Source: an optimization exercise on an open RTL-to-GDS flow (aim: small area and a short achievable clock period). Production flows keep margins and buffers that such runs may drop. Function was checked by simulation only, so behaviour that the tests miss may differ from the original. No activity file was given, so power comes from the tool's default toggle rates.

==> flow/design.v <==
package arena_pkg;
    typedef logic [10-1:0] coord_t;
    typedef logic [15:0] score_t;
    typedef enum logic [1:0] {
        ST_START = 2'd0,
        ST_PLAY  = 2'd1,
        ST_DEAD  = 2'd2
    } game_state_t;
endpackage
module arena_top
(
    input  logic                    Clk,
    input  logic                    rst_n,
    input  logic                    wb_cyc,
    input  logic                    wb_stb,
    input  logic                    wb_we,
    input  logic [3-1:0] wb_adr,
    input  logic [31:0]             wb_dat_w,
    output logic [31:0]             wb_dat_r,
    output logic                    wb_ack,
    input  arena_pkg::coord_t                  pix_x,
    input  arena_pkg::coord_t                  pix_y,
    input  logic                    pix_valid,
    input  logic                    frame_tick
);
    localparam int CW = 10;
    localparam int NS = 4;
    function automatic logic lt11(input logic [CW:0] a, input logic [CW:0] b);
        logic [15:0] g;
        logic [15:0] l;
        g = '0;
        l = '0;
        g[CW:0] = ~a & b;
        l[CW:0] = a & ~b;
        for (int s = 1; s < 16; s = s * 2) begin
            for (int i = 0; i + s < 16; i = i + 2 * s) begin
                g[i] = g[i+s] | (~l[i+s] & g[i]);
                l[i] = l[i+s] | (~g[i+s] & l[i]);
            end
        end
        lt11 = g[0];
    endfunction
    function automatic logic in_span(input logic [CW-1:0] p, input logic [CW-1:0] lo,
                                     input logic [CW:0] hi);
        in_span = !lt11({1'b0, p}, {1'b0, lo}) && lt11({1'b0, p}, hi);
    endfunction
    function automatic logic [CW-1:0] inc10(input logic [CW-1:0] c);
        logic [CW-1:0] m;    
        for (int i = 0; i < CW; i++) begin
            m = {CW{1'b1}} >> (CW - i);
            inc10[i] = c[i] ^ (&(c | ~m));
        end
    endfunction
    function automatic logic [CW-1:0] dec10(input logic [CW-1:0] c);
        logic [CW-1:0] m;    
        for (int i = 0; i < CW; i++) begin
            m = {CW{1'b1}} >> (CW - i);
            dec10[i] = c[i] ^ ~(|(c & m));
        end
    endfunction
    logic          start_cmd;
    logic          play_q;           
    logic          dead_r;           
    logic          dead_q;           
    logic          restart;
    logic [CW-1:0] player_x, player_y;
    logic [CW-1:0] bullet_x, bullet_y;
    logic          bullet_en;
    logic [1:0]    spawn_idx;
    logic [15:0]   score_base;       
    logic [NS-1:0] kill_q;           
    logic [NS-1:0] alive_q;          
    logic [NS-1:0][CW-1:0] mon_x;
    logic [NS-1:0][CW-1:0] mon_y;
    logic [NS-1:0][3:0]    mv;       
    logic          play, dead;
    logic [NS-1:0] alive;
    logic [15:0]   score;
    assign play  = play_q && !dead_q;
    assign dead  = dead_r || dead_q;
    assign alive = alive_q & ~kill_q;
    logic [2:0]  kill_cnt;
    logic [3:0]  score_lo;
    assign kill_cnt = 3'(kill_q[0]) + 3'(kill_q[1]) + 3'(kill_q[2]) + 3'(kill_q[3]);
    assign score_lo = {1'b0, score_base[2:0]} + {1'b0, kill_cnt};
    always_comb begin
        logic [12:0] m;      
        score[2:0] = score_lo[2:0];
        for (int i = 3; i < 16; i++) begin
            m = {13{1'b1}} >> (16 - i);
            score[i] = score_base[i] ^ (score_lo[3] & (&(score_base[15:3] | ~m)));
        end
    end
    logic req, wr;
    assign req = wb_cyc && wb_stb && !wb_ack;
    assign wr  = req && wb_we;
    logic [1:0]    rsel;
    logic [NS-1:0][CW-1:0] slot_rx, slot_ry;
    logic [CW-1:0] rd_x, rd_y;
    assign rsel = wb_adr[1:0];
    assign rd_x = slot_rx[rsel];
    assign rd_y = slot_ry[rsel];
    logic [31:0] rd_data;
    always_comb begin
        rd_data = '0;
        case (wb_adr)
            3'd1: begin
                rd_data[CW-1:0]  = player_x;
                rd_data[16 +: CW] = player_y;
            end
            3'd2: begin
                rd_data[CW-1:0]  = bullet_x;
                rd_data[16 +: CW] = bullet_y;
                rd_data[31]      = bullet_en;
            end
            3'd3: begin
                rd_data[1:0]   = {dead, play};
                rd_data[31:16] = score;
            end
            3'd4, 3'd5, 3'd6, 3'd7: begin
                rd_data[CW-1:0]  = rd_x;
                rd_data[16 +: CW] = rd_y;
                rd_data[31]      = alive[rsel];
            end
            default: ;
        endcase
    end
    always_ff @(posedge Clk) begin
        wb_dat_r <= rd_data;
    end
    always_ff @(posedge Clk) begin
        if (!rst_n) begin
            wb_ack    <= 1'b0;
            start_cmd <= 1'b0;
            player_x  <= '0;
            player_y  <= '0;
            bullet_x  <= '0;
            bullet_y  <= '0;
            bullet_en <= 1'b0;
        end else begin
            wb_ack    <= req;
            start_cmd <= wr && (wb_adr == 3'd0) && wb_dat_w[0];
            if (wr && wb_adr == 3'd1) begin
                player_x <= wb_dat_w[CW-1:0];
                player_y <= wb_dat_w[16 +: CW];
            end
            if (wr && wb_adr == 3'd2) begin
                bullet_x  <= wb_dat_w[CW-1:0];
                bullet_y  <= wb_dat_w[16 +: CW];
                bullet_en <= wb_dat_w[31];
            end
        end
    end
    logic [NS-1:0] mon_hit;
    logic [NS-1:0] kill;
    logic          bullet_hit, player_hit, player_dead;
    always_comb begin
        for (int i = 0; i < NS; i++) begin
            mon_hit[i] = pix_valid && alive[i] &&
                         in_span(pix_x, mon_x[i], {1'b0, mon_x[i]} + (CW+1)'(22)) &&
                         in_span(pix_y, mon_y[i], {1'b0, mon_y[i]} + (CW+1)'(22));
        end
    end
    assign bullet_hit = pix_valid && bullet_en &&
        in_span(pix_x, bullet_x, {1'b0, bullet_x} + (CW+1)'(4)) &&
        in_span(pix_y, bullet_y, {1'b0, bullet_y} + (CW+1)'(4));
    assign player_hit = pix_valid &&
        in_span(pix_x, player_x, {1'b0, player_x} + (CW+1)'(25)) &&
        in_span(pix_y, player_y, {1'b0, player_y} + (CW+1)'(30));
    assign kill        = (play && bullet_hit) ? mon_hit : '0;
    assign player_dead = play && player_hit && (|mon_hit);
    always_ff @(posedge Clk) begin
        if (!rst_n) begin
            play_q  <= 1'b0;
            dead_r  <= 1'b0;
            dead_q  <= 1'b0;
            restart <= 1'b0;
        end else begin
            restart <= start_cmd && !play;
            dead_q  <= player_dead;
            if (play) begin
                play_q <= 1'b1;
                dead_r <= 1'b0;
            end else if (start_cmd) begin
                play_q <= 1'b1;
                dead_r <= 1'b0;
            end else begin
                play_q <= 1'b0;
                dead_r <= dead;
            end
        end
    end
    always_ff @(posedge Clk) begin
        if (!rst_n || restart) begin
            score_base <= '0;
            kill_q     <= '0;
        end else begin
            score_base <= score;
            kill_q     <= kill;
        end
    end
    logic [NS-1:0] spawn_load;
    logic [CW-1:0] spawn_x, spawn_y;
    assign spawn_load = (frame_tick && play && !restart) ? (~alive & (alive + 1'b1)) : '0;
    always_comb begin
        case (spawn_idx)
            2'd0: begin spawn_x = CW'(12); spawn_y = CW'(240); end
            2'd1: begin spawn_x = CW'(240); spawn_y = CW'(12); end
            2'd2: begin spawn_x = CW'(468); spawn_y = CW'(240); end
            default: begin spawn_x = CW'(240); spawn_y = CW'(468); end
        endcase
    end
    always_ff @(posedge Clk) begin
        if (!rst_n || restart) begin
            spawn_idx <= 2'd0;
        end else if (|spawn_load) begin
            spawn_idx <= spawn_idx + 2'd1;
        end
    end
    for (genvar i = 0; i < NS; i++) begin : g_slot
        logic x_lt, x_gt, y_lt, y_gt, step;
        assign x_lt = lt11({1'b0, mon_x[i]}, {1'b0, player_x});
        assign x_gt = lt11({1'b0, player_x}, {1'b0, mon_x[i]});
        assign y_lt = lt11({1'b0, mon_y[i]}, {1'b0, player_y});
        assign y_gt = lt11({1'b0, player_y}, {1'b0, mon_y[i]});
        assign step = frame_tick && alive[i] && !restart;
        logic [CW-1:0] x_inc, x_dec, y_inc, y_dec;
        logic [3:0]    back;
        assign x_inc = inc10(mon_x[i]);
        assign x_dec = dec10(mon_x[i]);
        assign y_inc = inc10(mon_y[i]);
        assign y_dec = dec10(mon_y[i]);
        assign back  = alive[i] ? 4'b0 : mv[i];
        always_comb begin
            slot_rx[i] = mon_x[i];
            slot_ry[i] = mon_y[i];
            if (back[3]) slot_rx[i] = x_dec;
            if (back[2]) slot_rx[i] = x_inc;
            if (back[1]) slot_ry[i] = y_dec;
            if (back[0]) slot_ry[i] = y_inc;
        end
        always_ff @(posedge Clk) begin
            if (!rst_n) begin
                alive_q[i] <= 1'b0;
                mon_x[i]   <= '0;
                mon_y[i]   <= '0;
                mv[i]      <= '0;
            end else begin
                alive_q[i] <= !restart && (alive[i] || spawn_load[i]);
                if (alive[i] || spawn_load[i]) begin
                    mv[i] <= step ? {x_lt, x_gt, y_lt, y_gt} : 4'b0;
                end
                if (spawn_load[i]) begin
                    mon_x[i] <= spawn_x;
                    mon_y[i] <= spawn_y;
                end else if (step) begin
                    if (x_lt) mon_x[i] <= x_inc;
                    else if (x_gt) mon_x[i] <= x_dec;
                    if (y_lt) mon_y[i] <= y_inc;
                    else if (y_gt) mon_y[i] <= y_dec;
                end
            end
        end
    end
endmodule
==> flow/run.sh <==
#!/bin/bash
# synth_recipe.tcl (not shown) runs the flow's synth.tcl, then flattens the netlist and writes it again
# the make line also repeats each setting of config.mk as NAME=value (left out here)
make -C /OpenROAD-flow-scripts/flow DESIGN_CONFIG=/design/flow/config.mk WORK_HOME=/design/flow/orfs CLKGATE_MAP_FILE= SYNTH_SCRIPT=/design/flow/synth_recipe.tcl finish
==> flow/config.mk <==
export PLATFORM = sky130hd
export DESIGN_NAME = arena_top
export DESIGN_NICKNAME = arena_top
export VERILOG_FILES = /design/flow/design.v
export SDC_FILE = /design/flow/constraint.sdc
export NUM_CORES = 4
export LEC_CHECK = 0
export ABC_AREA = 1
export CAP_MARGIN = 20
export CORE_MARGIN = 2
export CORE_UTILIZATION = 40
export SETUP_SLACK_MARGIN = 3.5
export SLEW_MARGIN = 20
export TNS_END_PERCENT = 0
==> flow/constraint.sdc <==
create_clock -name core_clock -period 5.8 [get_ports {Clk}]
set_input_delay 1.1600 -clock core_clock [delete_from_list [all_inputs] [get_ports {Clk}]]
set_output_delay 1.1600 -clock core_clock [all_outputs]
set_load 0.01 [all_outputs]
==> results.txt, run 1 <==
* Status: timing/DRC/antenna clean
* Total grt overflow at 0
* Initial Util at 40.6%
* Worst reg2reg path startpoint: player_y[7]
* Maximum vdd drop at 0.000227 V
* Post-synthesis cell count at 3,439
* Mapped cell area at 20,000 µm²
* Hold Crit Endpoint: dead_r
* Post-DP HPWL at 62,700 µm
* Largest net degree at the start of global routing at 91
* Post-synthesis sequential area ratio at 19.5%
* Die Span Y at 227 µm
* Final GP Congestion at 0.988
* CP max FO at 11
* Root Buffer: clkbuf_16
* Tot GR Track Use at 32.6%
* Share of the synthesized area in the top cell type at 19.5%
* Worst Hold Class: reg -> reg
* Via density per instance at 5.72
* Non-Filler Instances at 4,160
* H-tree Lvls at 4
* Fillcell total at 5,387
* Share of cells above drive strength 1 at 11.6%
* Most common cell in the netlist: nand2_1
* Num ports at 95
* Fraction of registers with async set/reset at 0%
* Unrepaired setup endpoints after global routing: true
* Tightest Pin Transition at 1050 ps
* Final setup fails at 0
* Die X at 227 µm
* Setup TNS at 0 ps
* Worst clock skew at 20.7 ps
* Post-route clock period utilization at 46.6%
* Final min period at 2700 ps
* DRT Wirelength at 85,000 µm
* Hold path cells at 1
* Vias in the first global route at 21,247
* Final Net Count at 3,631
* Area leader, netlist: dfxtp_1
* CTS tree: built
* DR iter-0 viols at 2,677
* Area grow syn2layout at 13.6%
* Clock Latency Late Sink at 500 ps
* Core ar. at 49,200 µm²
* Max clock buf depth at 2
* DIE AREA at 51,700 µm²
* FF-to-FF setup slack at 3150 ps
* Mapped Avg Cell Area at 5.81 µm²
* Final max-slew violation count at 0
* Pre-antenna DRT Iters at 6
* Ranking of synthesized cells by area: dfxtp_1 20%, nand2_1 19%, nor2_1 7.6%
* Final Hold Vio Count at 0
* Hold path start: start_cmd
* Placed cells at 4,043
* CP max-delay cell: clkdlybuf4s15_1
* Pleak at 9.87 nW
* Reg-to-reg endpoint: mon_y[27]
* DRC at 0
* First-pass GRT wire length at 127,000 µm
* WS Path Type: in -> reg
* Routed len/inst at 20.4 µm
* Slew margin rel. at 29.9%
* Hold_ws at 445 ps
* Crit path arrival time at 3140 ps
* Fmax at 370 MHz
* ANT nets after route at 0
* Via count at 23,781
* Crit-path cells: clkdlybuf4s15_1, buf_4, inv_1, o31ai_1, a21oi_1, nor2_1, nand3_1, nor2_1
* Post-synth top cells: 1,014 x nand2_1, 403 x nor2_1, 272 x inv_1
* Max-Cap Viols at 0
* Leading register cell type out of synthesis: dfxtp_1
* CP max stage delay at 570 ps
* Post-synth cell types at 60
* R2R cell count at 15
* Crit start category: input port
* Num Clock Sinks at 195
* Crit end category: flop
* Number of buffers added on ports at 77
* Antenna violations before repair at 2
* Fin util at 46.2%
* Post-synth EDFFs at 0
* #FFs+latches synth at 195
* Required @ worst endpoint at 6240 ps
* Rows at 81
* Clock transition at path regs at 80 ps
* Cts bufs inserted at 17
* Syn. warnings at 1
* PD cells at 139 nW/µm²
* CP dominant cell by count: nor2_1
[area by class of cell]
type                            instances  area (µm²)  area share [%]
Antenna cell                            1        2.50          0.0110
Clock buffer                           17         425            1.87
Clock inverter                         15         139           0.612
Inverter                              330        1370            6.02
Multi-Input combinational cell       2759       14300            63.2
Sequential cell                       195        3960            17.5
Tap cell                              664         831            3.66
Timing Repair Buffer                  178        1620            7.15
Timing Repair inverter                  1        7.51          0.0331
[registers in the layout, summed over array words and instances (netlist names), 2 cells and up]
signal / count
bullet_x: 10
kill_q: 4
score_base: 16
player_y: 10
player_x: 10
mv: 16
spawn_idx: 2
mon_y: 40
alive_q: 4
mon_x: 40
bullet_y: 10
wb_dat_r: 26
[per-layer routing]
layer | vias up | wire (µm) | track usage (%)
met5 | - | 16 | 0
met4 | 2 | 5230 | 17.3
met3 | 261 | 7790 | 5.86
met2 | 1186 | 35800 | 50.5
met1 | 10803 | 36200 | 43.1
li1 | 11529 | - | -
[how the worst max path moves through the flow]
stage                              from        endpoint  depth (start not counted)
after floorplan               kill_q[0]    wb_dat_r[31]                         17
after global placement        wb_adr[1]     bullet_x[6]                         10
after detailed placement      wb_adr[1]     bullet_y[9]                         10
after CTS                 score_base[0]  score_base[15]                         16
after global routing           pix_y[6]          dead_q                         15
final                          pix_x[8]          dead_q                          8
[metrics by stage]
step | area [µm²] | setup WS [ps] | total power [mW]
floorplan | 20000 | 3210 | 1.69
detailed placement | 20900 | 1390 | 1.89
global placement | 20900 | 1500 | 1.89
finish | 22700 | 3100 | 3.16
global route | 22700 | 3050 | 3.25
CTS | 22300 | 3070 | 3.14
[power breakdown]
group          internal, mW  switching [mW]
Combinational         0.189           0.367
Clock                 0.569           0.668
Sequential             1.35          0.0136
Total                  2.11            1.05
[critical path: cells and delay by family]
family                 cells  cell delay (ps)
and+or+nand+nor            3              340
buffers and inverters      3             1030
AOI/OAI and AO/OA          2              590
[cell usage in the layout, fill, tap and decap left out, types with 56 or more instances in the layout]
cell,netlist,layout
a21oi_1,203,201
buf_4,28,89
clkdlybuf4s50_1,0,56
dfxtp_1,195,149
ha_1,84,84
inv_1,272,247
nand2_1,1014,1002
nand3_1,262,254
nor2_1,403,388
o21ai_0,207,203
xor2_1,64,64
[repair_timing]
action / in CTS / in global routing
gates cloned: 1 / 1
pin swaps: 19 / 29
hold buffers: 0 / 0
resized for setup: 157 / 106
setup buffers: 63 / 19
setup endpoints to repair: 202 / 206
[cells by family (layout without fill, tap and decap cells)]
group	count (synthesis)	in the layout	synth area share (%)
AOI/OAI and AO/OA	698	698	20.6
DFF	195	195	19.5
and+or+nand+nor	1857	1857	39.0
other	1	7	0.0188
xor gates and xnor gates	111	111	4.87
adders and majority gates	87	87	5.56
buffers and inverters	490	541	10.4
==> run 2, diff against run 1 <==
--- a/flow/config.mk
+++ b/flow/config.mk
@@ -10,5 +10,5 @@
 export CORE_MARGIN = 2
 export CORE_UTILIZATION = 40
-export SETUP_SLACK_MARGIN = 3.5
+export SETUP_SLACK_MARGIN = 3.2
 export SLEW_MARGIN = 20
 export TNS_END_PERCENT = 0
==> run 2 against run 1 <==
- via count fell by 0.70%
- wire length down 0.27%
- sequential power is essentially flat
==> results.txt, run 2 <==
* Antenna violations before repair at 0 (was 2)
* Post-synthesis sequential area ratio at 19.5% (unchanged)
* Tot Pwr at 3.28 mW (was 3.16 mW)
* Die X at 227 µm (unchanged)
* Tightest Pin Transition at 847 ps (was 1050 ps)
* Dpl cell area at 20,900 µm² (about the same)
* Post-synth cell types at 60 (unchanged)
* Routing usage on met3 at 6.03% (was 5.86%)
* Worst clock skew at 16.8 ps (was 20.7 ps)
* Final max-slew violation count at 0 (unchanged)
* Hold path start: start_cmd (unchanged)
* CP max stage delay at 400 ps (was 570 ps)
* Delay-heaviest family, CP: buffers and inverters (unchanged)
* Fillcell total at 5,430 (was 5,387)
* Largest registers: mon_x (40), mon_y (40), wb_dat_r (26) (unchanged)
* Final min period at 2820 ps (was 2700 ps)
* Maximum vdd drop at 0.000218 V (was 0.000227 V)
* Final Hold Vio Count at 0 (unchanged)
* Max clock buf depth at 2 (unchanged)
* Clock Latency Late Sink at 490 ps (was 500 ps)
* Die Span Y at 227 µm (unchanged)
* Total grt overflow at 0 (unchanged)
* FF-to-FF setup slack at 3010 ps (was 3150 ps)
* Root Buffer: clkbuf_16 (unchanged)
* Num Clock Sinks at 195 (unchanged)
* Final Cell Area at 22,500 µm² (was 22,700 µm²)
* Rows at 81 (unchanged)
* GRT busiest layer: met2 (unchanged)
* CTS tree: built (unchanged)
* Fraction of registers with async set/reset at 0% (unchanged)
* CP max-delay cell: clkdlybuf4s15_2 (was clkdlybuf4s15_1)
* DIE AREA at 51,700 µm² (unchanged)
* Commonest non-fill, non-tap cells in the layout: 1,005 x nand2_1, 393 x nor2_1, 255 x nand3_1 (was 1,002 x nand2_1, 388 x nor2_1, 254 x nand3_1)
* Non-Filler Instances at 4,140 (was 4,160)
* Num ports at 95 (unchanged)
* H-tree Lvls at 4 (unchanged)
* Fin util at 45.8% (was 46.2%)
* Post-synth EDFFs at 0 (unchanged)
* Fmax at 355 MHz (was 370 MHz)
* Crit-path cells: clkdlybuf4s15_2, inv_2, nor2_4, inv_2, nor2_4, inv_2, nor2_4, inv_6, o21ai_0, a21oi_1 (was clkdlybuf4s15_1, buf_4, inv_1, o31ai_1, a21oi_1, nor2_1, nand3_1, nor2_1)
* Share of cells above drive strength 1 at 9.64% (was 11.6%)
* DR iter-0 viols at 2,505 (was 2,677)
* DRC at 0 (unchanged)
* Cts bufs inserted at 17 (unchanged)
* Hold path cells at 1 (unchanged)
* Pre-antenna DRT Iters at 6 (unchanged)
* Number of buffers added on ports at 77 (unchanged)
* Required @ worst endpoint at 6170 ps (was 6240 ps)
* Largest net degree at the start of global routing at 71 (was 91)
* Tot GR Track Use at 32.6% (about the same)
* CP max FO at 38 (was 11)
* Met1 Resource Use GR at 42.9% (was 43.1%)
* Routed len/inst at 20.5 µm (was 20.4 µm)
* Crit start category: input port (unchanged)
* Final setup fails at 0 (unchanged)
* Ant. Diodes at 0 (was 1)
* Mapped cell area at 20,000 µm² (unchanged)
* Most common cell in the netlist: nand2_1 (unchanged)
* First-pass GRT wire length at 127,000 µm (about the same)
* Hold Crit Endpoint: dead_r (unchanged)
* Crit path arrival time at 3190 ps (was 3140 ps)
* Unrepaired setup endpoints after global routing: true (unchanged)
* Final Net Count at 3,612 (was 3,631)
* WS Path Type: in -> reg (unchanged)
* Ranking of synthesized cells by area: dfxtp_1 20%, nand2_1 19%, nor2_1 7.6% (unchanged)
* Slew margin rel. at 43.5% (was 29.9%)
* Setup TNS at 0 ps (unchanged)
* Worst reg2reg path startpoint: kill_q[0] (was player_y[7])
* Crit path setup slack, layout at 2980 ps (was 3100 ps)
* Post-DP HPWL at 62,600 µm (was 62,700 µm)
* Most common cell after layout, fill and taps aside: nand2_1 (unchanged)
* Post-route clock period utilization at 48.6% (was 46.6%)
* Core ar. at 49,200 µm² (unchanged)
* Share of the synthesized area in the top cell type at 19.5% (unchanged)
* Post-synth top cells: 1,014 x nand2_1, 403 x nor2_1, 272 x inv_1 (unchanged)
* ANT nets after route at 0 (unchanged)
* Vias in the first global route at 21,005 (was 21,247)
* Max-Cap Viols at 0 (unchanged)
* PD cells at 146 nW/µm² (was 139 nW/µm²)
* Pre-CTS setup slack at 1450 ps (was 1390 ps)
* Via count at 23,614 (was 23,781)
* Area grow syn2layout at 12.7% (was 13.6%)
* Leading register cell type out of synthesis: dfxtp_1 (unchanged)
* Mapped Avg Cell Area at 5.81 µm² (unchanged)
* Via density per instance at 5.70 (was 5.72)
* Post-synthesis cell count at 3,439 (unchanged)
* Pleak at 9.79 nW (was 9.87 nW)
* Worst Hold Class: reg -> reg (unchanged)
* Reg-to-reg endpoint: wb_dat_r[31] (was mon_y[27])
* #FFs+latches synth at 195 (unchanged)
* Hold_ws at 447 ps (was 445 ps)
* R2R cell count at 17 (was 15)
* Status: timing/DRC/antenna clean (unchanged)
* Crit end category: flop (unchanged)
* Syn. warnings at 1 (unchanged)
* Initial Util at 40.6% (unchanged)
* Worst Path Buf+Inv at 5 (was 3)
* Final GP Congestion at 0.999 (was 0.988)
* Clock transition at path regs at 90 ps (was 80 ps)
* Area leader, netlist: dfxtp_1 (unchanged)
* DRT Wirelength at 84,700 µm (was 85,000 µm)
* Met2 usage at 49.9% (was 50.5%)
* Placed cells at 4,045 (was 4,043)
* Setup crit start: wb_adr[1] (was pix_x[8])
==> run 2: cell counts after synthesis <==
Identical to the previous run, type by type.
==> run 2: what timing repair did <==
item / in CTS / in global routing
setup endpoints to repair: 154 / 155
pin swaps: 7 / 8
buffers inserted: 55 / 6
cloned: 2 / 0
hold buffers: 0 / 0
gates resized for setup: 142 / 24
==> run 2: power by group <==
group	internal [mW]	switching [mW]
sequential	1.35	0.0134
combinational	0.189	0.364
clock	0.703	0.659
==> run 2: logic make-up after synthesis <==
kind of cell	Yosys count	share of synthesized area, %
fa+ha+maj	87	5.56
xor+xnor	111	4.87
buf+inv	490	10.4
simple gates	1857	39.0
other cells	1	0.0188
compound gates	698	20.6
flops	195	19.5
==> run 2: metal layers <==
metal	part of all wire (%)	wire (µm)
met2	43	36200
met4	6.1	5190
met1	43	36300
met3	8.4	7090
met5	0	0
==> run 2: area by class of cell <==
cell class | instances | area [µm²] | share of cell area [%]
Clock inverter | 14 | 214 | 0.950
Inverter | 330 | 1340 | 5.93
Sequential cell | 195 | 3930 | 17.5
Multi-Input combinational cell | 2759 | 14300 | 63.3
Timing Repair inverter | 1 | 7.51 | 0.0333
Tap cell | 664 | 831 | 3.69
Timing Repair Buffer | 159 | 1510 | 6.70
Clock buffer | 18 | 429 | 1.91
==> run 2: how the worst max path moves through the flow <==
stage / end / slack, ps / cells past startpoint
6_report: bullet_y[8] / 2980 / 10
3_3_place_gp: player_y[1] / 1490 / 11
2_1_floorplan: wb_dat_r[31] / 3210 / 17
4_1_cts: wb_dat_r[31] / 3060 / 17
5_1_grt: wb_dat_r[31] / 2860 / 17
3_5_place_dp: player_x[0] / 1450 / 11
==> run 3, diff against run 2 <==
==> flow/flow/run.sh (new file) <==
#!/bin/bash
# The standard layout, with the port buffers made of plain buf cells (which the
# timing repair can resize) instead of ORFS's default delay-buffer choice.
set -euo pipefail
export BUFFER_PORTS_ARGS="-buffer_cell sky130_fd_sc_hd__buf_4"
bash standard.sh > standard_flow.log 2>&1
==> flow/standard.sh (new file) <==
#!/bin/bash
# synth_recipe.tcl (not shown) runs the flow's synth.tcl, then flattens the netlist and writes it again
# the make line also repeats each setting of config.mk as NAME=value (left out here)
make -C /OpenROAD-flow-scripts/flow DESIGN_CONFIG=/design/flow/config.mk WORK_HOME=/design/flow/orfs CLKGATE_MAP_FILE= SYNTH_SCRIPT=/design/flow/synth_recipe.tcl "${@:-finish}"
--- a/flow/config.mk
+++ b/flow/config.mk
@@ -10,5 +10,5 @@
 export CORE_MARGIN = 2
 export CORE_UTILIZATION = 40
-export SETUP_SLACK_MARGIN = 3.2
+export SETUP_SLACK_MARGIN = 3.5
 export SLEW_MARGIN = 20
 export TNS_END_PERCENT = 0
removed: flow/run.sh
==> run 3 against run 2 <==
- still clean
- clock-buffer cell count unchanged
- first-iteration DRC count increased by 15%
- clock power decreased by 3%
- largest cell class unchanged
- highest routed layer unchanged
==> results.txt, run 3 <==
* Post-synthesis sequential area ratio at 19.5% (unchanged)
* Post-synth top cells: 1,014 x nand2_1, 403 x nor2_1, 272 x inv_1 (unchanged)
* Fillcell total at 5,415 (was 5,430)
* Syn. warnings at 1 (unchanged)
* Initial Util at 40.6% (unchanged)
* Crit-path cells: buf_4, nor2_1, buf_4, inv_1, a221oi_1, o21ai_0, nand3_1, o2111ai_1 (was clkdlybuf4s15_2, inv_2, nor2_4, inv_2, nor2_4, inv_2, nor2_4, inv_6, o21ai_0, a21oi_1)
* Post-synthesis cell count at 3,439 (unchanged)
* Antenna violations before repair at 0 (unchanged)
* Slew margin rel. at 43.3% (was 43.5%)
* Core ar. at 49,200 µm² (unchanged)
* H-tree Lvls at 4 (unchanged)
* DIE AREA at 51,700 µm² (unchanged)
* Share of the synthesized area in the top cell type at 19.5% (unchanged)
* Clock Latency Late Sink at 500 ps (was 490 ps)
* Leading register cell type out of synthesis: dfxtp_1 (unchanged)
* Number of buffers added on ports at 77 (unchanged)
* PD cells at 146 nW/µm² (about the same)
* Final max-slew violation count at 0 (unchanged)
* Root Buffer: clkbuf_16 (unchanged)
* Mapped Avg Cell Area at 5.81 µm² (unchanged)
* CP max stage delay at 360 ps (was 400 ps)
* Vias in the first global route at 20,697 (was 21,005)
* Final Hold Vio Count at 0 (unchanged)
* Via density per instance at 5.74 (was 5.70)
* Mapped cell area at 20,000 µm² (unchanged)
* Largest net degree at the start of global routing at 68 (was 71)
* Tot GR Track Use at 31.9% (was 32.6%)
* Cts bufs inserted at 17 (unchanged)
* Area grow syn2layout at 9.65% (was 12.7%)
* Tot Pwr at 3.20 mW (was 3.28 mW)
* Rows at 81 (unchanged)
* Final Net Count at 3,578 (was 3,612)
* Setup crit start: wb_adr[1] (unchanged)
* Num Clock Sinks at 195 (unchanged)
* Ant. Diodes at 0 (unchanged)
* CP max-delay cell: nor2_1 (was clkdlybuf4s15_2)
* CTS Hold Bufs at 0 (unchanged)
* Post-route clock period utilization at 48.1% (was 48.6%)
* Final min period at 2790 ps (was 2820 ps)
* FF-to-FF setup slack at 3130 ps (was 3010 ps)
* Unrepaired setup endpoints after global routing: true (unchanged)
* First-pass GRT wire length at 125,000 µm (was 127,000 µm)
* Worst Hold Class: reg -> reg (unchanged)
* Pleak at 9.70 nW (was 9.79 nW)
* CP dominant cell by count: buf_4
* Most common cell in the netlist: nand2_1 (unchanged)
* Most common cell after layout, fill and taps aside: nand2_1 (unchanged)
* Hold path start: start_cmd (unchanged)
* Crit path arrival time at 3110 ps (was 3190 ps)
* DRT Wirelength at 83,700 µm (was 84,700 µm)
* Tightest Pin Transition at 850 ps (was 847 ps)
* R2R cell count at 13 (was 17)
* Hold path cells at 1 (unchanged)
* DRC at 0 (unchanged)
* Worst clock skew at 18.6 ps (was 16.8 ps)
* Post-synth cell types at 60 (unchanged)
* WS Path Type: in -> reg (unchanged)
* Fraction of registers with async set/reset at 0% (unchanged)
* Setup TNS at 0 ps (unchanged)
* Max clock buf depth at 2 (unchanged)
* Status: timing/DRC/antenna clean (unchanged)
* Num ports at 95 (unchanged)
* Worst reg2reg path startpoint: player_x[6] (was kill_q[0])
* Die X at 227 µm (unchanged)
* CTS tree: built (unchanged)
* Area leader, netlist: dfxtp_1 (unchanged)
* Total grt overflow at 0 (unchanged)
* Post-synth EDFFs at 0 (unchanged)
* Hold Crit Endpoint: dead_r (unchanged)
* Reg-to-reg endpoint: mon_x[8] (was wb_dat_r[31])
* Clock transition at path regs at 80 ps (was 90 ps)
* Die Span Y at 227 µm (unchanged)
* Post-DP HPWL at 62,100 µm (was 62,600 µm)
* #FFs+latches synth at 195 (unchanged)
* Share of cells above drive strength 1 at 10.8% (was 9.64%)
* Fmax at 359 MHz (was 355 MHz)
* Final GP Congestion at 1.01 (was 0.999)
* Ranking of synthesized cells by area: dfxtp_1 20%, nand2_1 19%, nor2_1 7.6% (unchanged)
* Via count at 23,563 (was 23,614)
* Largest registers: mon_x (40), mon_y (40), wb_dat_r (26) (unchanged)
* Pre-antenna DRT Iters at 6 (unchanged)
* Routed len/inst at 20.4 µm (was 20.5 µm)
* CP max FO at 12 (was 38)
* ANT nets after route at 0 (unchanged)
* Crit end category: flop (unchanged)
* Max-Cap Viols at 0 (unchanged)
* DR iter-0 viols at 2,880 (was 2,505)
* Required @ worst endpoint at 6120 ps (was 6170 ps)
* Maximum vdd drop at 0.000144 V (was 0.000218 V)
* Final setup fails at 0 (unchanged)
* Commonest non-fill, non-tap cells in the layout: 1,007 x nand2_1, 397 x nor2_1, 261 x nand3_1 (was 1,005 x nand2_1, 393 x nor2_1, 255 x nand3_1)
* Crit start category: input port (unchanged)
run 3: cell count changes in the layout (fill, tap and decap cells not counted), moves of 5 or more:
cell             before  now
clkdlybuf4s15_2      10    0
clkdlybuf4s50_1      63    0
dfxtp_2              19   43
nor3_2                3    8
nor3_1               57   52
buf_6                 5    0
nand3_1             255  261
dfxtp_1             175  151
buf_4                71  123
run 3: stage by stage:
step,util [%],instances,worst slack [ps],cell area (µm²),hold WS [ps]
after CTS,43.8,4086,3020,21500,427
after global routing,44.6,4106,3020,21900,442
after detailed placement,42.0,4034,1880,20700,414
final,44.6,4106,3010,21900,444
after floorplan,-,3444,3210,20000,401
after global placement,42.0,4034,1920,20700,412
run 3: how the worst max path moves through the flow:
stage,end,slack (ps),cells past startpoint
after floorplan,wb_dat_r[31],3210,17
after global placement,bullet_x[2],1920,10
after detailed placement,bullet_x[8],1880,10
after CTS,score_base[15],3020,16
after global routing,score_base[15],3020,16
final,wb_dat_r[20],3010,8
run 3: critical path, delay by kind of cell:
family          cells  cell delay [ps]
buf+inv             3              700
compound gates      3              680
simple gates        2              540
run 3: cells by family after synthesis:
logic type | share of synthesized area (%)
adder cells (fa/ha/maj) | 5.56
buffers and inverters | 10.4
flip-flops | 19.5
AO/OA/AOI/OAI | 20.6
AND/OR/NAND/NOR | 39.0
XOR/XNOR | 4.87
other | 0.0188
run 3: final cells by class:
class	count	area (µm²)	share of cell area [%]
timing repair buffer	125	963	4.40
timing repair inverter	1	7.51	0.0343
multi-input combinational	2759	14200	64.8
inverter	330	1330	6.05
clock buffer	18	439	2.01
sequential	195	3960	18.1
clock inverter	14	181	0.828
tap	664	831	3.79
run 3: per-layer routing:
layer  share of wire [%]  GRT usage, %  up-vias
met1                  43          43.3    10708
met2                  43          49.3     1229
met4                 5.4          15.3        0
li1                    -             -    11392
met5                   0             0        -
met3                 9.0          5.02      234
run 3: where the power goes:
group / switching (mW) / internal, mW / leakage, nW
clock: 0.688 / 0.637 / 0.303
sequential: 0.0132 / 1.35 / 1.60
combinational: 0.355 / 0.156 / 7.80
total: 1.06 / 2.14 / 9.70
run 3: what timing repair did:
action                                  in CTS  in global routing
resized for setup                           31                 82
pin swaps                                   12                  7
endpoints found under the setup margin     169                178
setup buffers                               19                 20
gates cloned                                 1                  0
==> run 4, diff against run 3 <==
==> flow/flow/run.sh (replaced) <==
#!/bin/bash
# The standard layout with two changes:
#  - synthesis maps with the ABC script in flow/abc_area.script (selected by
#    ABC_AREA=1); the rest of the ORFS scripts are unchanged copies
#  - the port buffers are plain buf cells, which the timing repair can resize
set -euo pipefail
rm -rf scripts_copy
cp -r "$FLOW_HOME/scripts" scripts_copy
cp flow/abc_area.script scripts_copy/abc_area.script
export SCRIPTS_DIR="$PWD/scripts_copy"
export BUFFER_PORTS_ARGS="-buffer_cell sky130_fd_sc_hd__buf_4"
bash standard.sh > standard_flow.log 2>&1
==> flow/flow/abc_area.script (new file) <==
strash
dc2
dch
map -a
topo
stime -c
buffer -c
upsize -c
dnsize -c
==> run 4 against run 3 <==
- wire length shrank 4.6%
- critical path type unchanged
- clock skew increased by 2.7 ps
- via count shrank 14%
- maximum frequency shrank 12%
- core utilization shrank 0.16 points
- sequential power hardly changed
- non-clock buffer count is 11 lower
- global-route usage up 2.1 points
- critical path depth increased by 3
- first-iteration DRC count is 19% lower
- combinational power fell by 3%
==> results.txt, run 4 <==
* Commonest non-fill, non-tap cells in the layout: 367 x nand2_1, 318 x nor2_1, 265 x a21oi_1 (was 1,007 x nand2_1, 397 x nor2_1, 261 x nand3_1)
* Clock Latency Late Sink at 520 ps (was 500 ps)
* Sequential Power Share at 42.5% (was 42.6%)
* Share of cells above drive strength 1 at 11.4% (was 10.8%)
* DRT Wirelength at 79,800 µm (was 83,700 µm)
* Initial Util at 40.4% (was 40.6%)
* FF+latch area at 3910 µm² (was 3960 µm²)
* First-pass GRT wire length at 119,000 µm (was 125,000 µm)
* Tightest Pin Transition at 894 ps (was 850 ps)
* Area grow syn2layout at 9.87% (was 9.65%)
* Post-synthesis cell count at 2,674 (was 3,439)
* Fmax at 315 MHz (was 359 MHz)
* CTS tree: built (unchanged)
* #FFs+latches synth at 195 (unchanged)
* Max-Cap Viols at 0 (unchanged)
* Antenna violations before repair at 1 (was 0)
* Final Hold Vio Count at 0 (unchanged)
* Post-synthesis sequential area ratio at 21.9% (was 19.5%)
* Largest net degree at the start of global routing at 64 (was 68)
* Vias in the first global route at 18,785 (was 20,697)
* Worst Hold Class: reg -> reg (unchanged)
* Post-synth top cells: 368 x nand2_1, 323 x nor2_1, 265 x a21oi_1 (was 1,014 x nand2_1, 403 x nor2_1, 272 x inv_1)
* Final min period at 3170 ps (was 2790 ps)
* Via density per instance at 6.16 (was 5.74)
* R2R cell count at 12 (was 13)
* Pleak at 7.78 nW (was 9.70 nW)
* Required @ worst endpoint at 6210 ps (was 6120 ps)
* Core ar. at 44,000 µm² (was 49,200 µm²)
* Mapped Avg Cell Area at 6.65 µm² (was 5.81 µm²)
* Num ports at 95 (unchanged)
* CTS Hold Bufs at 0 (unchanged)
* Total grt overflow at 0 (unchanged)
* Cts bufs inserted at 17 (unchanged)
* DIE AREA at 46,200 µm² (was 51,700 µm²)
* Most common cell in the netlist: nand2_1 (unchanged)
* Most common cell after layout, fill and taps aside: nand2_1 (unchanged)
* Die X at 215 µm (was 227 µm)
* Sw Share at 33.6% (was 33.0%)
* Setup TNS at 0 ps (unchanged)
* Ranking of synthesized cells by area: dfxtp_1 22%, nand2_1 7.8%, a21oi_1 7.5% (was dfxtp_1 20%, nand2_1 19%, nor2_1 7.6%)
* Clock transition at path regs at 100 ps (was 80 ps)
* Worst clock skew at 21.3 ps (was 18.6 ps)
* Rows at 77 (was 81)
* Slew margin rel. at 39.6% (was 43.3%)
* Status: timing/DRC/antenna clean (unchanged)
* Fin util at 44.4% (was 44.6%)
* Proportion of power drawn by combinational gates at 15.4% (was 16.0%)
* Largest registers: mon_x (40), mon_y (40), wb_dat_r (26) (unchanged)
* Share of the synthesized area in the top cell type at 21.9% (was 19.5%)
* DR iter-0 viols at 2,326 (was 2,880)
* Fraction of registers with async set/reset at 0% (unchanged)
* Crit path arrival time at 3580 ps (was 3110 ps)
* Post-route clock period utilization at 54.6% (was 48.1%)
* Root Buffer: clkbuf_16 (unchanged)
* Final setup fails at 0 (unchanged)
* Post-synth EDFFs at 0 (unchanged)
* Leading register cell type out of synthesis: dfxtp_1 (unchanged)
* Crit end category: flop (unchanged)
* ANT nets after route at 0 (unchanged)
* Syn. warnings at 1 (unchanged)
* Num Clock Sinks at 195 (unchanged)
* Final GP Congestion at 0.992 (was 1.01)
* Clock Power Share at 42.1% (was 41.4%)
* Tot GR Track Use at 34.0% (was 31.9%)
* Post-DP HPWL at 61,500 µm (was 62,100 µm)
* Post-synth cell types at 67 (was 60)
* WS Path Type: in -> reg (unchanged)
* Final max-slew violation count at 0 (unchanged)
* Pre-antenna DRT Iters at 6 (unchanged)
* Maximum vdd drop at 0.000167 V (was 0.000144 V)
* Final Cell Area at 19,500 µm² (was 21,900 µm²)
* Internal power at 2.14 mW (about the same)
* Placed cells at 3,232 (was 4,034)
* H-tree Lvls at 4 (unchanged)
* Dpl cell area at 18,600 µm² (was 20,700 µm²)
* Routed len/inst at 24.3 µm (was 20.4 µm)
* Via count at 20,272 (was 23,563)
* PD cells at 165 nW/µm² (was 146 nW/µm²)
* Area occupied by multi-input gates at 12,200 µm² (was 14,200 µm²)
* DRC at 0 (unchanged)
* Number of buffers added on ports at 77 (unchanged)
* Crit start category: input port (unchanged)
* Mapped cell area at 17,800 µm² (was 20,000 µm²)
* Tot Pwr at 3.22 mW (was 3.20 mW)
* Net switching power at 1.08 mW (was 1.06 mW)
* CP max FO at 37 (was 12)
* Max clock buf depth at 2 (unchanged)
* Die Span Y at 215 µm (was 227 µm)
* Unrepaired setup endpoints after global routing: true (unchanged)
* Hold path cells at 1 (unchanged)
* Non-Filler Instances at 3,290 (was 4,106)
* Fillcell total at 4,705 (was 5,415)
* Area leader, netlist: dfxtp_1 (unchanged)
* Final Net Count at 2,833 (was 3,578)
-- run 4: worst paths after layout --
check | from | end | slack, ps
setup / recovery | wb_adr[1] | bullet_y[8] | 2630
hold / removal | start_cmd | dead_r | 440
setup reg to reg | player_y[2] | dead_q | 2640
hold reg to reg | start_cmd | dead_r | 440
-- run 4: stage by stage --
step,setup slack [ps],hold slack [ps]
after global placement,1430,417
after CTS,2730,432
after global routing,2560,470
final,2630,435
after detailed placement,1200,417
after floorplan,2950,401
-- run 4: metal layers --
metal / vias up / global-route usage, % / share of wire, %
li1: 9447 / - / -
met1: 9525 / 45.5 / 43
met2: 1098 / 53.7 / 44
met3: 202 / 5.24 / 7.9
met4: 0 / 15.8 / 4.9
met5: - / 0 / 0
-- run 4: layout make-up --
| class | count | area share (%) |
|---|---|---|
| inverters | 307 | 6.10 |
| diodes | 1 | 0.0128 |
| repair buffers | 114 | 4.40 |
| clock buffers | 17 | 2.18 |
| flip-flops and latches | 195 | 20.0 |
| well taps | 592 | 3.79 |
| multi-input cells | 2049 | 62.3 |
| clock inverters | 15 | 1.18 |
-- run 4: critical path, cell delays in order --
cell        delay, ps
buf_4             140
inv_1             250
nor2_4            360
clkinvlp_4        230
nor2_4            100
buf_4             300
inv_2             210
nor2_4            270
inv_4             210
o21ai_0           260
a21oi_1            60
-- run 4: power groups by stage --
stage	clock [mW]	combinational, mW	sequential [mW]
2_1_floorplan	0	0.286	1.40
3_3_place_gp	0	0.470	1.40
3_5_place_dp	0	0.473	1.40
4_1_cts	1.38	0.480	1.37
5_1_grt	1.42	0.528	1.37
6_report	1.35	0.497	1.37
-- run 4: what timing repair did --
item,4_1_cts,5_1_grt
endpoints found under the setup margin,172,179
setup buffers,21,4
gates resized for setup,24,10
hold endpoints to repair,0,0
pin swaps,9,9
-- run 4: logic make-up after synthesis --
family	after synthesis	share of synthesized area, %
compound gates	902	32.3
simple gates	908	22.1
fa+ha+maj	87	6.25
xor+xnor	146	7.19
buf+inv	435	10.2
flops	195	21.9
other cells	1	0.0211
==> run 5, diff against run 4 <==
==> flow/flow/abc_area.script (replaced) <==
strash
dc2
balance
dch -f
map -B 0.9
topo
stime -c
buffer -c
upsize -c
dnsize -c
==> run 5 against run 4 <==
- still clean
- sequential share of layout area down 0.80 points
- synthesized cell count increased by 15%
- critical path depth down 2
- hold slack improved by 28 ps
- flip-flop and latch count did not move
- core utilization shrank 0.30 points
- clock-buffer cell count grew 2
- clock power down 7%
- maximum frequency is 11% higher
- largest power group unchanged
==> results.txt, run 5 <==
* Tightest Pin Transition at 1010 ps (was 894 ps)
* CP max FO at 12 (was 37)
* Root Buffer: clkbuf_16 (unchanged)
* Total grt overflow at 0 (unchanged)
* Post-synthesis cell count at 3,070 (was 2,674)
* Slew margin rel. at 31.7% (was 39.6%)
* Fraction of registers with async set/reset at 0% (unchanged)
* Dpl cell area at 19,600 µm² (was 18,600 µm²)
* Ranking of synthesized cells by area: dfxtp_1 21%, nand2_1 16%, inv_1 5.7% (was dfxtp_1 22%, nand2_1 7.8%, a21oi_1 7.5%)
* Syn. warnings at 1 (unchanged)
* Num Clock Sinks at 195 (unchanged)
* Rows at 79 (was 77)
* Final max-slew violation count at 0 (unchanged)
* Worst Hold Class: reg -> reg (unchanged)
* Clock transition at path regs at 80 ps (was 100 ps)
* Via density per instance at 5.88 (was 6.16)
* Proportion of power drawn by combinational gates at 14.7% (was 15.4%)
* DRC at 0 (unchanged)
* Most common cell after layout, fill and taps aside: nand2_1 (unchanged)
* Post-synthesis sequential area ratio at 20.7% (was 21.9%)
* Pleak at 9.09 nW (was 7.78 nW)
* Tot GR Track Use at 32.4% (was 34.0%)
* Fillcell total at 4,972 (was 4,705)
* Unrepaired setup endpoints after global routing: true (unchanged)
* Routed len/inst at 22.0 µm (was 24.3 µm)
* Final GP Congestion at 0.993 (was 0.992)
* Via count at 21,675 (was 20,272)
* Status: timing/DRC/antenna clean (unchanged)
* First-pass GRT wire length at 122,000 µm (was 119,000 µm)
* Crit path arrival time at 3150 ps (was 3580 ps)
* Internal power at 2.09 mW (was 2.14 mW)
* Number of buffers added on ports at 77 (unchanged)
* Mapped Avg Cell Area at 6.16 µm² (was 6.65 µm²)
* Final Cell Area at 20,500 µm² (was 19,500 µm²)
* Post-synth EDFFs at 0 (unchanged)
* Final setup fails at 0 (unchanged)
* Crit start category: input port (unchanged)
* Share of the synthesized area in the top cell type at 20.7% (was 21.9%)
* Clock Latency Late Sink at 500 ps (was 520 ps)
* ANT nets after route at 0 (unchanged)
* Largest net degree at the start of global routing at 58 (was 64)
* DR iter-0 viols at 2,185 (was 2,326)
* Vias in the first global route at 19,820 (was 18,785)
* CTS tree: built (unchanged)
* Share of cells above drive strength 1 at 11.6% (was 11.4%)
* Post-synth cell types at 67 (unchanged)
* #FFs+latches synth at 195 (unchanged)
* Post-synth top cells: 805 x nand2_1, 289 x inv_1, 249 x nor2_1 (was 368 x nand2_1, 323 x nor2_1, 265 x a21oi_1)
* Fmax at 350 MHz (was 315 MHz)
* Largest registers: mon_x (40), mon_y (40), wb_dat_r (26) (unchanged)
* Area leader, netlist: dfxtp_1 (unchanged)
* PD cells at 149 nW/µm² (was 165 nW/µm²)
* Commonest non-fill, non-tap cells in the layout: 802 x nand2_1, 278 x inv_1, 241 x nor2_1 (was 367 x nand2_1, 318 x nor2_1, 265 x a21oi_1)
* Max-Cap Viols at 0 (unchanged)
* Sequential Power Share at 44.4% (was 42.5%)
* Sw Share at 31.7% (was 33.6%)
* CTS Hold Bufs at 0 (unchanged)
* H-tree Lvls at 4 (unchanged)
* Clock Power Share at 40.9% (was 42.1%)
* Initial Util at 40.6% (was 40.4%)
* Crit end category: flop (unchanged)
* Worst clock skew at 23.5 ps (was 21.3 ps)
* Required @ worst endpoint at 6090 ps (was 6210 ps)
* Pre-antenna DRT Iters at 6 (unchanged)
* Final min period at 2860 ps (was 3170 ps)
* Most common cell in the netlist: nand2_1 (unchanged)
* Max clock buf depth at 2 (unchanged)
* WS Path Type: in -> reg (unchanged)
* Core ar. at 46,600 µm² (was 44,000 µm²)
* Die Span Y at 221 µm (was 215 µm)
* DIE AREA at 49,000 µm² (was 46,200 µm²)
* Num ports at 95 (unchanged)
* Cts bufs inserted at 17 (unchanged)
* Leading register cell type out of synthesis: dfxtp_1 (unchanged)
* Net switching power at 0.974 mW (was 1.08 mW)
* Final Net Count at 3,213 (was 2,833)
* Area grow syn2layout at 8.63% (was 9.87%)
* Final Hold Vio Count at 0 (unchanged)
* Post-route clock period utilization at 49.2% (was 54.6%)
* Die X at 221 µm (was 215 µm)
* DRT Wirelength at 81,000 µm (was 79,800 µm)
* Setup TNS at 0 ps (unchanged)
* Maximum vdd drop at 0.000215 V (was 0.000167 V)
* Antenna violations before repair at 1 (unchanged)
* Mapped cell area at 18,900 µm² (was 17,800 µm²)
* Post-DP HPWL at 62,800 µm (was 61,500 µm)
-- run 5: cell types whose count changed after synthesis, sizes merged, moves of 20 or more --
cell / change
a21oi: -73
a22oi: -56
buf: +38
clkbuf: -20
inv: +48
nand2: +443
nand3: +96
nor2: -83
o21ai: +46
o221ai: -34
or2: +25
-- run 5: path summary, 6_finish.rpt --
kind              startpoint     endpoint  slack [ps]  cells past startpoint
setup / recovery   wb_adr[1]  wb_dat_r[1]        2940                      9
hold / removal     start_cmd       dead_r         460                      1
setup reg to reg   kill_q[3]  wb_dat_r[1]        2960                      9
hold reg to reg    start_cmd       dead_r         460                      1
-- run 5: layout make-up --
| type | instances | area (µm²) | area share [%] |
|---|---|---|---|
| multi-input combinational | 2382 | 13000 | 63.4 |
| sequential | 195 | 3950 | 19.2 |
| inverter | 354 | 1380 | 6.71 |
| timing repair buffer | 114 | 856 | 4.17 |
| tap | 607 | 759 | 3.70 |
| clock buffer | 19 | 433 | 2.11 |
| clock inverter | 13 | 146 | 0.713 |
| antenna | 1 | 2.50 | 0.0122 |
-- run 5: layer usage --
layer,up-vias,track usage [%],share of wire (%)
met5,-,0,0
met4,0,14.0,4.8
met3,205,4.77,7.4
met2,1022,51.7,45
met1,10112,43.3,43
li1,10336,-,-
-- run 5: metrics by stage --
stage                     utilization (%)  std cells  hold slack (ps)  total power, mW  worst slack [ps]
after floorplan                         -       3075              401             1.66              3220
after global placement               42.0       3626              444             1.82              1730
final                                44.1       3685              464             3.07              2940
after CTS                            43.7       3678              461             3.07              3040
after global routing                 44.1       3684              476             3.16              2930
after detailed placement             42.0       3626              450             1.83              1660
-- run 5: cells by family after synthesis --
logic type               share of synthesized area [%]
AND/OR/NAND/NOR                                   32.1
other                                           0.0198
adder cells (fa/ha/maj)                           5.88
XOR/XNOR                                          5.84
AO/OA/AOI/OAI                                     24.1
buffers and inverters                             11.4
flip-flops                                        20.7
-- run 5: power groups by stage --
stage	combinational [mW]	clock, mW	sequential [mW]
after floorplan	0.271	0	1.39
after global placement	0.429	0	1.39
after detailed placement	0.432	0	1.40
after CTS	0.436	1.27	1.36
after global routing	0.486	1.31	1.36
final	0.451	1.25	1.36
-- run 5: worst max-delay path, stage by stage --
cell and delay [ps]:
buf_4 150, nand2_1 70, buf_4 210, inv_1 330, o21ai_0 170, a221oi_1 490, nor3_1 150, nand3_1 170
o2111ai_1 250
-- run 5: timing repair --
action	in CTS	in global routing
endpoints found under the setup margin	167	172
pin swaps	11	11
gates resized for setup	26	54
buffers inserted	18	6
cloned	2	0
==> run 6, diff against run 5 <==
==> flow/flow/run.sh (replaced) <==
#!/bin/bash
# The standard layout with these changes:
#  - synthesis maps with the ABC script in flow/abc_area.script (selected by
#    ABC_AREA=1); the rest of the ORFS scripts are unchanged copies
#  - the port buffers are plain buf cells, which the timing repair can resize
#  - timing repair may resize cells to other footprints
set -euo pipefail
rm -rf scripts_copy
cp -r "$FLOW_HOME/scripts" scripts_copy
cp flow/abc_area.script scripts_copy/abc_area.script
bash standard.sh "SCRIPTS_DIR=$PWD/scripts_copy" \
    "BUFFER_PORTS_ARGS=-buffer_cell sky130_fd_sc_hd__buf_4" \
    MATCH_CELL_FOOTPRINT=0 finish > standard_flow.log 2>&1
==> run 6 against run 5 <==
- cell count is the same
- die area is the same
- combinational power is essentially flat
- design area is essentially flat
- critical path type unchanged
- global-route usage is the same
- highest routed layer unchanged
- register-to-register slack is essentially flat
- sequential share of layout area is essentially flat
- synthesized area is the same
- clock power is essentially flat
- total power is essentially flat
- worst setup slack lost 3.0 ps
==> results.txt, run 6 <==
* Final GP Congestion at 0.993 (unchanged)
* Unrepaired setup endpoints after global routing: true (unchanged)
* Die Span Y at 221 µm (unchanged)
* Hold path start: mv[4] (was start_cmd)
* Final max-slew violation count at 0 (unchanged)
* Post-synth top cells: 805 x nand2_1, 289 x inv_1, 249 x nor2_1 (unchanged)
* DRT Wirelength at 81,100 µm (was 81,000 µm)
* Setup crit start: wb_adr[1] (unchanged)
* Largest family of logic cells by synthesized area: simple AND/OR/NAND/NOR gates (unchanged)
* DIE AREA at 49,000 µm² (unchanged)
* Crit end category: flop (unchanged)
* Crit start category: input port (unchanged)
* Met1 Resource Use GR at 43.3% (unchanged)
* Area grow syn2layout at 8.64% (was 8.63%)
* Fillcell total at 4,971 (was 4,972)
* Status: timing/DRC/antenna clean (unchanged)
* Pre-antenna DRT Iters at 6 (unchanged)
* Largest net degree at the start of global routing at 58 (unchanged)
* Reg-to-reg endpoint: wb_dat_r[1] (unchanged)
* H-tree Lvls at 4 (unchanged)
* CTS Hold Bufs at 0 (unchanged)
* Share of the synthesized area in the top cell type at 20.7% (unchanged)
* Max clock buf depth at 2 (unchanged)
* Post-route clock period utilization at 49.3% (was 49.2%)
* Maximum vdd drop at 0.000216 V (was 0.000215 V)
* Num Clock Sinks at 195 (unchanged)
* Pleak at 9.09 nW (about the same)
* Via count at 21,684 (was 21,675)
* Number of buffers added on ports at 77 (unchanged)
* Slew margin rel. at 31.9% (was 31.7%)
* ANT nets after route at 0 (unchanged)
* #FFs+latches synth at 195 (unchanged)
* Compound-Gate Fraction of Synth Area at 24.1% (unchanged)
* CP max stage delay at 490 ps (about the same)
* Post-synthesis adder-cell area fraction at 5.88% (unchanged)
* Tot GR Track Use at 32.4% (unchanged)
* Cts bufs inserted at 17 (unchanged)
* Worst Hold Class: reg -> reg (unchanged)
* Fmax at 350 MHz (about the same)
* Final Hold Vio Count at 0 (unchanged)
* Setup TNS at 0 ps (unchanged)
* Post-synthesis sequential area ratio at 20.7% (unchanged)
* Crit path arrival time at 3150 ps (about the same)
* Routing usage on met3 at 4.77% (unchanged)
* Core ar. at 46,600 µm² (unchanged)
* Simple-gate share of the synthesized area at 32.1% (unchanged)
* Hold_ws at 467 ps (was 464 ps)
* Ranking of synthesized cells by area: dfxtp_1 21%, nand2_1 16%, inv_1 5.7% (unchanged)
* CP max-delay cell: a221oi_1 (unchanged)
* Fin util at 44.1% (about the same)
* Total grt overflow at 0 (unchanged)
* Commonest non-fill, non-tap cells in the layout: 802 x nand2_1, 278 x inv_1, 241 x nor2_1 (unchanged)
* Post-synthesis cell count at 3,070 (unchanged)
* Die X at 221 µm (unchanged)
* FF-to-FF setup slack at 2950 ps (was 2960 ps)
* CTS tree: built (unchanged)
* Rows at 79 (unchanged)
* Num ports at 95 (unchanged)
* Vias in the first global route at 19,820 (unchanged)
* Worst clock skew at 20.6 ps (was 23.5 ps)
* R2R cell count at 9 (unchanged)
* Placed cells at 3,626 (unchanged)
* Clock transition at path regs at 80 ps (about the same)
* Final setup fails at 0 (unchanged)
* CP endpoint: wb_dat_r[1] (unchanged)
* First-pass GRT wire length at 122,000 µm (unchanged)
* Fraction of registers with async set/reset at 0% (unchanged)
* Post-synth cell types at 67 (unchanged)
* Leading register cell type out of synthesis: dfxtp_1 (unchanged)
* Non-Filler Instances at 3,685 (unchanged)
* Mapped Avg Cell Area at 6.16 µm² (unchanged)
* CP dominant cell by count: buf_4 (unchanged)
* Antenna violations before repair at 1 (unchanged)
* Syn. warnings at 1 (unchanged)
* Via density per instance at 5.88 (about the same)
* Post-synthesis mux area share at 0% (unchanged)
* Routed len/inst at 22.0 µm (about the same)
* Most common cell after layout, fill and taps aside: nand2_1 (unchanged)
* Final Net Count at 3,213 (unchanged)
* Area leader, netlist: dfxtp_1 (unchanged)
* GRT busiest layer: met2 (unchanged)
* Share of cells above drive strength 1 at 11.6% (unchanged)
* Synth Area in XOR/XNOR at 5.84% (unchanged)
* Post-synth EDFFs at 0 (unchanged)
* CP max FO at 12 (unchanged)
* Clock Latency Late Sink at 500 ps (about the same)
* Post-DP HPWL at 62,800 µm (unchanged)
* WS Path Type: in -> reg (unchanged)
* DRC at 0 (unchanged)
* PD cells at 150 nW/µm² (was 149 nW/µm²)
* Required @ worst endpoint at 6090 ps (about the same)
* Most common cell in the netlist: nand2_1 (unchanged)
* Initial Util at 40.6% (unchanged)
* Crit-path cells: buf_4, nand2_1, buf_4, inv_1, o21ai_0, a221oi_1, nor3_1, nand3_1, o2111ai_1 (unchanged)
* Max-Cap Viols at 0 (unchanged)
* Mapped cell area at 18,900 µm² (unchanged)
* Tightest Pin Transition at 1010 ps (about the same)
* Worst reg2reg path startpoint: kill_q[3] (unchanged)
* DR iter-0 viols at 2,197 (was 2,185)
* Met2 usage at 51.7% (unchanged)
* Root Buffer: clkbuf_16 (unchanged)
* Final min period at 2860 ps (about the same)
* Largest registers: mon_x (40), mon_y (40), wb_dat_r (26) (unchanged)
==> run 6: changes by cell type in the layout (fill, tap and decap cells not counted), sizes merged <==
cell and delta:
clkinv -1, clkinvlp +1
==> run 6: routing by layer <==
metal | share of wire (%) | wire [µm] | up-vias
li1 | - | - | 10335
met1 | 43 | 35000 | 10146
met2 | 45 | 36300 | 1006
met3 | 7.4 | 5960 | 197
met4 | 4.7 | 3800 | 0
met5 | 0 | 0 | -
==> run 6: critical path: cells and delay by family <==
kind	cells	cell delay [ps]
AOI/OAI and AO/OA	3	910
buffers and inverters	3	690
and+or+nand+nor	3	390
==> run 6: what timing repair did <==
item | in CTS | in global routing
endpoints found under the setup margin | 167 | 172
cloned | 2 | 0
resized for setup | 26 | 54
pin swaps | 11 | 11
setup buffers | 18 | 6
==> run 6: kinds of logic (layout without fill, tap and decap cells) <==
kind of cell	count (synthesis)	count (layout)
AOI/OAI and AO/OA	753	753
and+or+nand+nor	1408	1410
adders and majority gates	87	87
other	1	7
xor gates and xnor gates	126	126
DFF	195	195
buffers and inverters	500	500
==> run 6: worst min path at each step <==
| stage | endpoint | slack [ps] | cells past startpoint |
|---|---|---|---|
| finish | mv[4] | 470 | 2 |
| floorplan | dead_r | 400 | 1 |
| global route | dead_r | 480 | 1 |
| global placement | dead_r | 440 | 1 |
| detailed placement | dead_r | 450 | 1 |
| CTS | dead_r | 460 | 1 |
==> run 6: cell type report <==
cell class	instances	area (µm²)	area share (%)
diodes	1	2.50	0.0122
clock buffers	19	433	2.11
clock inverters	13	146	0.713
inverters	354	1380	6.72
multi-input cells	2382	13000	63.4
flip-flops and latches	195	3950	19.2
well taps	607	759	3.70
repair buffers	114	856	4.17
==> run 6: per-stage QoR <==
stage | power [mW] | area, µm² | setup slack, ps
6_report | 3.07 | 20500 | 2940
5_1_grt | 3.16 | 20500 | 2930
4_1_cts | 3.07 | 20400 | 3040
3_5_place_dp | 1.83 | 19600 | 1660
3_3_place_gp | 1.82 | 19600 | 1730
2_1_floorplan | 1.66 | 18900 | 3220
==> run 6: power breakdown <==
group | switching, mW | internal [mW] | total [mW]
registers | 0.0140 | 1.35 | 1.36
logic | 0.317 | 0.135 | 0.452
clock network | 0.645 | 0.610 | 1.26
==> run 7, diff against run 6 <==
--- a/flow/config.mk
+++ b/flow/config.mk
@@ -10,5 +10,5 @@
 export CORE_MARGIN = 2
 export CORE_UTILIZATION = 40
-export SETUP_SLACK_MARGIN = 3.5
+export SETUP_SLACK_MARGIN = 3.8
 export SLEW_MARGIN = 20
 export TNS_END_PERCENT = 0
==> run 7 against run 6 <==
- via count stayed put
- first-iteration DRC count stayed put
- sequential share of layout area stayed put
- register-to-register slack hardly changed
- maximum frequency stayed put
- largest cell class unchanged
- largest power group unchanged
==> results.txt, run 7 <==
* CP dominant cell by count: buf_4 (unchanged)
* Hold path start: mv[4] (unchanged)
* Worst Path Buf+Inv at 3 (unchanged)
* Post-route clock period utilization at 49.3% (unchanged)
* Largest net degree at the start of global routing at 58 (unchanged)
* Leading register cell type out of synthesis: dfxtp_1 (unchanged)
* Die Span Y at 221 µm (unchanged)
* Final GP Congestion at 0.993 (unchanged)
* Worst Hold Class: reg -> reg (unchanged)
* Simple-gate share of the synthesized area at 32.1% (unchanged)
* WS Path Type: in -> reg (unchanged)
* CTS Hold Bufs at 0 (unchanged)
* Most common cell after layout, fill and taps aside: nand2_1 (unchanged)
* Delay-heaviest family, CP: compound AO/OA/AOI/OAI gates (unchanged)
* Tot GR Track Use at 32.4% (unchanged)
* Syn. warnings at 1 (unchanged)
* Hold path cells at 2 (unchanged)
* Final min period at 2860 ps (unchanged)
* Via count at 21,684 (unchanged)
* Total grt overflow at 0 (unchanged)
* Post-synthesis mux area share at 0% (unchanged)
* Crit start category: input port (unchanged)
* #FFs+latches synth at 195 (unchanged)
* Worst reg2reg path startpoint: kill_q[3] (unchanged)
* ANT nets after route at 0 (unchanged)
* Number of buffers added on ports at 77 (unchanged)
* Cts bufs inserted at 17 (unchanged)
* Num ports at 95 (unchanged)
* DRC at 0 (unchanged)
* Crit end category: flop (unchanged)
* Post-synthesis sequential area ratio at 20.7% (unchanged)
* CP max-delay cell: a221oi_1 (unchanged)
* PD cells at 150 nW/µm² (unchanged)
* Tot Pwr at 3.07 mW (unchanged)
* Num Clock Sinks at 195 (unchanged)
* Pre-antenna DRT Iters at 6 (unchanged)
* Fraction of registers with async set/reset at 0% (unchanged)
* First-pass GRT wire length at 122,000 µm (unchanged)
* Area leader, netlist: dfxtp_1 (unchanged)
* CP max FO at 12 (unchanged)
* Rows at 79 (unchanged)
* Final setup fails at 0 (unchanged)
* Compound-Gate Fraction of Synth Area at 24.1% (unchanged)
* Routed len/inst at 22.0 µm (unchanged)
* Antenna violations before repair at 1 (unchanged)
* Area grow syn2layout at 8.64% (unchanged)
* CP max stage delay at 490 ps (about the same)
* Clock transition at path regs at 80 ps (about the same)
* Largest registers: mon_x (40), mon_y (40), wb_dat_r (26) (unchanged)
* Post-synthesis adder-cell area fraction at 5.88% (unchanged)
* Root Buffer: clkbuf_16 (unchanged)
* Max clock buf depth at 2 (unchanged)
* Share of cells above drive strength 1 at 11.6% (unchanged)
* Dpl cell area at 19,600 µm² (unchanged)
* Post-synth top cells: 805 x nand2_1, 289 x inv_1, 249 x nor2_1 (unchanged)
* Largest family of logic cells by synthesized area: simple AND/OR/NAND/NOR gates (unchanged)
* Mapped Avg Cell Area at 6.16 µm² (unchanged)
* Reg-to-reg endpoint: wb_dat_r[1] (unchanged)
* Post-synthesis cell count at 3,070 (unchanged)
* R2R cell count at 9 (unchanged)
* Maximum vdd drop at 0.000216 V (unchanged)
* Mapped cell area at 18,900 µm² (unchanged)
* DR iter-0 viols at 2,197 (unchanged)
* Crit-path cells: buf_4, nand2_1, buf_4, inv_1, o21ai_0, a221oi_1, nor3_1, nand3_1, o2111ai_1 (unchanged)
* FF-to-FF setup slack at 2950 ps (about the same)
* Pleak at 9.09 nW (unchanged)
* Hold Crit Endpoint: mv[4] (unchanged)
* Clock Latency Late Sink at 500 ps (about the same)
* Ranking of synthesized cells by area: dfxtp_1 21%, nand2_1 16%, inv_1 5.7% (unchanged)
* Required @ worst endpoint at 6090 ps (about the same)
* Status: timing/DRC/antenna clean (unchanged)
* Setup TNS at 0 ps (unchanged)
* Synth Area in XOR/XNOR at 5.84% (unchanged)
* DRT Wirelength at 81,100 µm (unchanged)
* Fmax at 350 MHz (unchanged)
* Unrepaired setup endpoints after global routing: true (unchanged)
* Post-synth cell types at 67 (unchanged)
* Post-DP HPWL at 62,800 µm (unchanged)
* CTS tree: built (unchanged)
* Max-Cap Viols at 0 (unchanged)
* Commonest non-fill, non-tap cells in the layout: 802 x nand2_1, 278 x inv_1, 241 x nor2_1 (unchanged)
* Worst clock skew at 20.6 ps (unchanged)
* Critical path depth at 9 (unchanged)
* Share of the synthesized area in the top cell type at 20.7% (unchanged)
* Final max-slew violation count at 0 (unchanged)
* Vias in the first global route at 19,820 (unchanged)
* Final Cell Area at 20,500 µm² (unchanged)
* DIE AREA at 49,000 µm² (unchanged)
* Final Hold Vio Count at 0 (unchanged)
* Tightest Pin Transition at 1010 ps (unchanged)
* Initial Util at 40.6% (unchanged)
* H-tree Lvls at 4 (unchanged)
* Die X at 221 µm (unchanged)
* Final Net Count at 3,213 (unchanged)
* Core ar. at 46,600 µm² (unchanged)
* Via density per instance at 5.88 (unchanged)
* Slew margin rel. at 31.9% (unchanged)
* Crit path arrival time at 3150 ps (about the same)
* Hold_ws at 467 ps (unchanged)
* Post-synth EDFFs at 0 (unchanged)
* Most common cell in the netlist: nand2_1 (unchanged)
==> run 7: cell counts after synthesis <==
No cell type changed its count.
==> run 7: cells by family after synthesis <==
family,Yosys count
AND/OR/NAND/NOR,1408
buffers and inverters,500
AO/OA/AOI/OAI,753
flip-flops,195
adder cells (fa/ha/maj),87
other,1
XOR/XNOR,126
==> run 7: worst max path at each step <==
stage | start | to | slack (ps)
after detailed placement | frame_tick | mon_y[39] | 1660
after CTS | score_base[0] | wb_dat_r[31] | 3040
after floorplan | kill_q[0] | score_base[14] | 3220
final | wb_adr[1] | wb_dat_r[1] | 2940
after global placement | frame_tick | mon_y[39] | 1730
after global routing | kill_q[0] | wb_dat_r[31] | 2930
==> run 7: cell type report <==
type	instances	area, µm²
fillers	4971	26000
diodes	1	2.50
well taps	607	759
inverters	354	1380
multi-input cells	2382	13000
flip-flops and latches	195	3950
repair buffers	114	856
clock inverters	13	146
clock buffers	19	433
==> run 7: power breakdown <==
group | internal (mW) | switching (mW) | leakage (nW)
Sequential | 1.35 | 0.0140 | 1.59
Combinational | 0.135 | 0.317 | 7.21
Clock | 0.610 | 0.645 | 0.285
Total | 2.09 | 0.976 | 9.09
==> run 7: per-stage QoR <==
step                      instances  util (%)  setup WS [ps]
after floorplan                3075         -           3220
after global placement         3626      42.0           1730
after detailed placement       3626      42.0           1660
after CTS                      3678      43.7           3040
after global routing           3684      44.1           2930
final                          3685      44.1           2940
==> run 7: worst reg2reg max path, delay by kind of cell, from the launching register on <==
family                 cells  cell delay [ps]
buffers and inverters      2              290
flip-flops                 1              320
AO/OA/AOI/OAI              2              810
AND/OR/NAND/NOR            5             1240
==> run 7: repair_timing <==
item / 4_1_cts / 5_1_grt
gates resized for setup: 26 / 54
endpoints found under the hold margin: 0 / 0
gates cloned: 2 / 0
pin swaps: 11 / 11
endpoints found under the setup margin: 213 / 212
buffers inserted: 18 / 6
==> run 7: layer usage <==
metal | vias up | part of all wire (%) | GRT usage, %
met2 | 1006 | 45 | 51.7
met5 | - | 0 | 0
li1 | 10335 | - | -
met1 | 10146 | 43 | 43.3
met3 | 197 | 7.4 | 4.77
met4 | 0 | 4.7 | 14.0

==> static timing again, ports no longer ideal <==
The flow's constraints put no driver on any port. The routed layouts listed below were extracted and timed again, unchanged, in two steps. Step 1, drivers: a clkbuf_16 drives Clk and a buf_2 each remaining input, both assumed. Step 2 times the ports against the registers' clock, not the clock port: input delays grow and output delays shrink by t, the midpoint of the rising clock arrivals with the driver on. Slacks: no drivers / after step 1 / after step 2; pairs: no drivers / after step 1.
| run | t, ns | setup slack, ns |
|---|---|---|
| run 1 | 0.548 | 3.097 / 3.126 / 2.578 |
| run 2 | 0.536 | 2.984 / 3.007 / 2.472 |
| run 3 | 0.538 | 3.012 / 3.044 / 2.505 |
| run 4 | 0.570 | 2.630 / 2.644 / 2.089 |
| run 5 | 0.550 | 2.945 / 2.958 / 2.427 |
| run 6 | 0.552 | 2.942 / 2.952 / 2.422 |
| run 7 | 0.552 | 2.942 / 2.952 / 2.422 |
After both steps setup and hold are still met in every run listed.
